From an optimization exercise on the open Yosys and OpenROAD flow, aimed at small area; shortcuts taken in it are not production practice. At most, simulation tests tie the RTL to the original design; equivalence was not proved. No activity file was given, so power comes from the tool's default toggle rates.

==> flow/design.v <==
package led_scan_pkg;
    localparam int N_ROWS = 16;
    localparam int N_COLS = 16;
    typedef logic [N_ROWS-1:0][N_COLS-1:0] pixel_frame_t;
    typedef enum logic {
        S_BLANK = 1'b0,
        S_DRIVE = 1'b1
    } scan_state_e;
    function automatic int unsigned max_u(input int unsigned a, input int unsigned b);
        max_u = (a > b) ? a : b;
    endfunction
endpackage
import led_scan_pkg::*;
module led_frame_buffer
(
    input  logic              clk,
    input  logic              RST,
    input  logic [led_scan_pkg::N_ROWS-1:0][led_scan_pkg::N_COLS-1:0] red_i,
    input  logic [led_scan_pkg::N_ROWS-1:0][led_scan_pkg::N_COLS-1:0] grn_i,
    input  logic              valid_i,
    output logic              ready_o,
    input  logic              swap_i,
    input  logic [3:0]        row_idx_i,
    output logic              shown_o,
    output logic [led_scan_pkg::N_COLS-1:0] red_row_o,
    output logic [led_scan_pkg::N_COLS-1:0] grn_row_o
);
    logic [led_scan_pkg::N_ROWS-1:0][led_scan_pkg::N_COLS-1:0] staging_red_q;
    logic [led_scan_pkg::N_ROWS-1:0][led_scan_pkg::N_COLS-1:0] staging_grn_q;
    logic [led_scan_pkg::N_ROWS-1:0][led_scan_pkg::N_COLS-1:0] shadow_red_q;
    logic [led_scan_pkg::N_ROWS-1:0][led_scan_pkg::N_COLS-1:0] shadow_grn_q;
    logic [led_scan_pkg::N_COLS-1:0] row_red_q;
    logic [led_scan_pkg::N_COLS-1:0] row_grn_q;
    logic [3:0]   staging_tap_q;
    logic [3:0]   shadow_tap_q;
    logic         pending_q;
    logic         shown_q;
    logic         capture;
    logic         load;
    assign capture = !RST && valid_i && !pending_q;
    assign load    = swap_i && pending_q;
    always_ff @(posedge clk) begin
        if (RST) begin
            pending_q <= 1'b0;
            shown_q   <= 1'b0;
        end else if (capture) begin
            pending_q <= 1'b1;
        end else if (load) begin
            pending_q <= 1'b0;
            shown_q   <= 1'b1;
        end
    end
    always_ff @(posedge clk) begin
        if (capture) begin
            staging_red_q <= ~red_i;
            staging_grn_q <= ~grn_i;
        end else begin
            staging_red_q <= ~{staging_red_q[0], staging_red_q[led_scan_pkg::N_ROWS-1:1]};
            staging_grn_q <= ~{staging_grn_q[0], staging_grn_q[led_scan_pkg::N_ROWS-1:1]};
        end
    end
    always_ff @(posedge clk) begin
        if (load) begin
            shadow_red_q <= ~staging_red_q;
            shadow_grn_q <= ~staging_grn_q;
        end else begin
            shadow_red_q <= ~{shadow_red_q[0], shadow_red_q[led_scan_pkg::N_ROWS-1:1]};
            shadow_grn_q <= ~{shadow_grn_q[0], shadow_grn_q[led_scan_pkg::N_ROWS-1:1]};
        end
    end
    always_ff @(posedge clk) begin
        if (capture) staging_tap_q <= 4'd0;
        else         staging_tap_q <= staging_tap_q + 4'd1;
        if (load)    shadow_tap_q  <= staging_tap_q;
        else         shadow_tap_q  <= shadow_tap_q + 4'd1;
    end
    always_ff @(posedge clk) begin
        if (shadow_tap_q == row_idx_i) begin
            row_red_q <= shadow_red_q[0] ^ {led_scan_pkg::N_COLS{row_idx_i[0]}};
            row_grn_q <= shadow_grn_q[0] ^ {led_scan_pkg::N_COLS{row_idx_i[0]}};
        end
    end
    assign ready_o   = !pending_q;
    assign shown_o   = shown_q;
    assign red_row_o = row_red_q;
    assign grn_row_o = row_grn_q;
endmodule
import led_scan_pkg::*;
module led_matrix_scanner
#(
    parameter int unsigned DWELL_CYCLES = 2048,
    parameter int unsigned BLANK_CYCLES = 16
) (
    input  logic                 clk,
    input  logic                 RST,
    input  logic                 enable,
    input  logic [led_scan_pkg::N_ROWS*led_scan_pkg::N_COLS-1:0] RedPixels,
    input  logic [led_scan_pkg::N_ROWS*led_scan_pkg::N_COLS-1:0] GrnPixels,
    input  logic                 frame_valid,
    output logic                 frame_ready,
    output logic [led_scan_pkg::N_ROWS-1:0] row_sel,
    output logic [3:0]           row_idx,
    output logic [led_scan_pkg::N_COLS-1:0] red_col,
    output logic [led_scan_pkg::N_COLS-1:0] grn_col,
    output logic                 frame_start
);
    localparam int unsigned CNT_W = $clog2(((DWELL_CYCLES > BLANK_CYCLES) ? DWELL_CYCLES : BLANK_CYCLES) + 1);
    localparam logic [CNT_W-1:0] BLANK_LAST = CNT_W'(BLANK_CYCLES - 1);
    localparam logic [CNT_W-1:0] DWELL_LAST = CNT_W'(DWELL_CYCLES - 1);
    led_scan_pkg::scan_state_e state_q;
    logic [CNT_W-1:0]   cnt_q;
    logic [CNT_W-1:0]   cnt_d;
    logic [3:0]         row_q;
    logic [3:0]         row_d;
    logic               blank_done;
    logic               dwell_done;
    logic               swap;
    logic [N_COLS-1:0]  red_row;
    logic [N_COLS-1:0]  grn_row;
    logic               shown;
    always_comb begin
        cnt_d      = cnt_q + CNT_W'(1);
        row_d      = row_q + 4'd1;
        blank_done = (state_q == S_BLANK) && (cnt_q == BLANK_LAST);
        dwell_done = (state_q == S_DRIVE) && (cnt_q == DWELL_LAST);
        swap       = enable && dwell_done && (row_q == 4'd15);
    end
    always_ff @(posedge clk) begin
        if (RST) begin
            state_q <= S_BLANK;
            cnt_q   <= '0;
            row_q   <= '0;
        end else if (!enable) begin
            state_q <= S_BLANK;
            cnt_q   <= '0;
        end else begin
            unique case (state_q)
                S_BLANK: begin
                    if (blank_done) begin
                        state_q <= S_DRIVE;
                        cnt_q   <= '0;
                    end else begin
                        cnt_q   <= cnt_d;
                    end
                end
                S_DRIVE: begin
                    if (dwell_done) begin
                        state_q <= S_BLANK;
                        cnt_q   <= '0;
                        row_q   <= row_d;
                    end else begin
                        cnt_q   <= cnt_d;
                    end
                end
                default: begin
                    state_q <= S_BLANK;
                    cnt_q   <= '0;
                end
            endcase
        end
    end
    led_frame_buffer u_frame_buffer (
        .clk       (clk),
        .RST       (RST),
        .red_i     (RedPixels),
        .grn_i     (GrnPixels),
        .valid_i   (frame_valid),
        .ready_o   (frame_ready),
        .swap_i    (swap),
        .row_idx_i (row_q),
        .shown_o   (shown),
        .red_row_o (red_row),
        .grn_row_o (grn_row)
    );
    always_comb begin
        row_sel     = '0;
        red_col     = '0;
        grn_col     = '0;
        frame_start = 1'b0;
        if (state_q == S_DRIVE) begin
            row_sel     = N_ROWS'(1) << row_q;
            red_col     = shown ? red_row : '0;
            grn_col     = shown ? grn_row : '0;
            frame_start = (cnt_q == '0) && (row_q == 4'd0);
        end
    end
    assign row_idx = row_q;
endmodule
Settings: LEC_CHECK=0, CAP_MARGIN=20, CORE_MARGIN=2, CORE_UTILIZATION=40, SLEW_MARGIN=20; clock period 6.0 ns.
standard.sh (not shown) runs the stock make flow with config.mk's settings and CLKGATE_MAP_FILE= SYNTH_SCRIPT=/design/flow/synth_recipe.tcl, a recipe that flattens the netlist after the stock synthesis.
==> flow/flow/run.sh <==
#!/bin/bash
# Own layout flow: the standard synthesis, then an area re-map of the combinational logic
# (registers untouched), then the standard layout with port buffers of the smallest buffer.
set -euo pipefail
W=$PWD
F=$W/flow
R=$W/orfs/results/$FLOW_PLATFORM/led_matrix_scanner/base
LIB=$FLOW_HOME/platforms/$FLOW_PLATFORM/lib/sky130_fd_sc_hd__tt_025C_1v80.lib
YOSYS=$FLOW_HOME/../tools/install/yosys/bin/yosys

bash standard.sh synth > $W/log_synth.txt 2>&1

cp $R/1_2_yosys.v $W/std_1_2_yosys.v
DU=""
for c in $(sed -n '/DONT_USE_CELLS/,/^$/p' $FLOW_HOME/platforms/$FLOW_PLATFORM/config.mk | tr -d '\\' | grep -o 'sky130_fd_sc_hd__[A-Za-z0-9_]*'); do
  DU="$DU -dont_use $c"
done
sed -e "s#@LIB@#$LIB#g" -e "s#@IN@#$W/std_1_2_yosys.v#" -e "s#@OUT@#$W/remap.v#" \
    -e "s#@TOP@#$FLOW_TOP#g" -e "s#@DONTUSE@#$DU#" -e "s#@SCRIPT@#$F/abc_area.script#" \
    $F/remap.ys > $W/remap.ys
$YOSYS -s $W/remap.ys > $W/log_remap.txt 2>&1
cp $W/remap.v $R/1_2_yosys.v
rm -f $R/1_synth.odb $R/1_synth.sdc

bash standard.sh "BUFFER_PORTS_ARGS=-buffer_cell sky130_fd_sc_hd__buf_1" finish > $W/log_layout.txt 2>&1
==> flow/flow/abc_area.script <==
strash
dch
amap
topo
==> flow/flow/remap.ys <==
# Re-map the combinational logic of the standard synthesis netlist for area. The registers
# (and tie cells) stay the very same instances; only the logic between them is re-mapped.
read_liberty -ignore_miss_func @LIB@
read_verilog @IN@
hierarchy -top @TOP@
setattr -mod -set keep_hierarchy 1 sky130_fd_sc_hd__df* sky130_fd_sc_hd__edf* sky130_fd_sc_hd__sdf* sky130_fd_sc_hd__dl* sky130_fd_sc_hd__conb_1
flatten -wb
opt_clean -purge
delete t:$scopeinfo
stat
abc -liberty @LIB@ @DONTUSE@ -script @SCRIPT@
opt_clean -purge
stat -liberty @LIB@
select @TOP@
write_verilog -selected -noattr -noexpr -nohex -nodec @OUT@
The first run passed the timing, DRC and antenna checks.
Then changed:
--- a/flow/design.v
+++ b/flow/design.v
@@ -32,17 +32,20 @@
     logic [led_scan_pkg::N_COLS-1:0] row_red_q;
     logic [led_scan_pkg::N_COLS-1:0] row_grn_q;
-    logic [3:0]   staging_tap_q;
-    logic [3:0]   shadow_tap_q;
+    logic [3:0]   tap_q;
     logic         pending_q;
     logic         shown_q;
-    logic         capture;
     logic         load;
-    assign capture = !RST && valid_i && !pending_q;
-    assign load    = swap_i && pending_q;
+    assign load = swap_i && pending_q;
+    always_ff @(posedge clk) begin
+        if (!RST && valid_i && !pending_q) begin
+            staging_red_q <= red_i;
+            staging_grn_q <= grn_i;
+        end
+    end
     always_ff @(posedge clk) begin
         if (RST) begin
             pending_q <= 1'b0;
             shown_q   <= 1'b0;
-        end else if (capture) begin
+        end else if (valid_i && !pending_q) begin
             pending_q <= 1'b1;
         end else if (load) begin
@@ -52,31 +55,20 @@
     end
     always_ff @(posedge clk) begin
-        if (capture) begin
-            staging_red_q <= ~red_i;
-            staging_grn_q <= ~grn_i;
+        if (load) begin
+            shadow_red_q <= staging_red_q;
+            shadow_grn_q <= staging_grn_q;
         end else begin
-            staging_red_q <= ~{staging_red_q[0], staging_red_q[led_scan_pkg::N_ROWS-1:1]};
-            staging_grn_q <= ~{staging_grn_q[0], staging_grn_q[led_scan_pkg::N_ROWS-1:1]};
+            shadow_red_q <= {shadow_red_q[0], shadow_red_q[led_scan_pkg::N_ROWS-1:1]};
+            shadow_grn_q <= {shadow_grn_q[0], shadow_grn_q[led_scan_pkg::N_ROWS-1:1]};
         end
     end
     always_ff @(posedge clk) begin
-        if (load) begin
-            shadow_red_q <= ~staging_red_q;
-            shadow_grn_q <= ~staging_grn_q;
-        end else begin
-            shadow_red_q <= ~{shadow_red_q[0], shadow_red_q[led_scan_pkg::N_ROWS-1:1]};
-            shadow_grn_q <= ~{shadow_grn_q[0], shadow_grn_q[led_scan_pkg::N_ROWS-1:1]};
-        end
+        if (RST || load) tap_q <= 4'd0;
+        else             tap_q <= tap_q + 4'd1;
     end
     always_ff @(posedge clk) begin
-        if (capture) staging_tap_q <= 4'd0;
-        else         staging_tap_q <= staging_tap_q + 4'd1;
-        if (load)    shadow_tap_q  <= staging_tap_q;
-        else         shadow_tap_q  <= shadow_tap_q + 4'd1;
-    end
-    always_ff @(posedge clk) begin
-        if (shadow_tap_q == row_idx_i) begin
-            row_red_q <= shadow_red_q[0] ^ {led_scan_pkg::N_COLS{row_idx_i[0]}};
-            row_grn_q <= shadow_grn_q[0] ^ {led_scan_pkg::N_COLS{row_idx_i[0]}};
+        if (tap_q == row_idx_i) begin
+            row_red_q <= shadow_red_q[0];
+            row_grn_q <= shadow_grn_q[0];
         end
     end
The new run finished with timing, DRC and antenna clean; worst setup slack is worse by 320 ps; core utilization decreases by 0.89 points; worst hold slack improved by 23 ps; wire length fell by about 10%; clock-buffer cell count came out lower by 11; via count went down by about 21%; total power came out lower by about 5%; critical path depth went up by 9; maximum frequency fell by about 7%; non-clock buffer count increases by 9; global-route usage drops by 3.1 points.
Only the layout flow was run in the first run of this note; the RTL was not checked for function there.

==> separate check: timing with driven ports <==
No port has a modelled driver above. Below, the same layouts with a new extraction and two added sets of constraints.
Step 1: set_driving_cell puts a clkbuf_16 on clk and a buf_2 on each other input, an assumption about the parent block.
Step 2, shift: input delay + t, output delay - t, t = (earliest + latest rising clock arrival at the registers) / 2. This alone moves slack from input paths to output paths.
a / b / c = ideal ports / drivers / drivers and shift; a / b = the first two.
| run | t, ns | setup WS [ns] | slew at the worst register clock pin (ns) |
|---|---|---|---|
| the first run | 0.704 | 2.034 / 2.034 / 2.034 | 0.06 / 0.06 |
| the second run | 0.704 | 1.716 / 1.716 / 1.510 | 0.07 / 0.07 |
After both steps setup and hold are still met in every run listed. For the second run, which loses most, drivers alone change the setup slack by 0.000 ns; drivers and shift together by -0.206 ns.
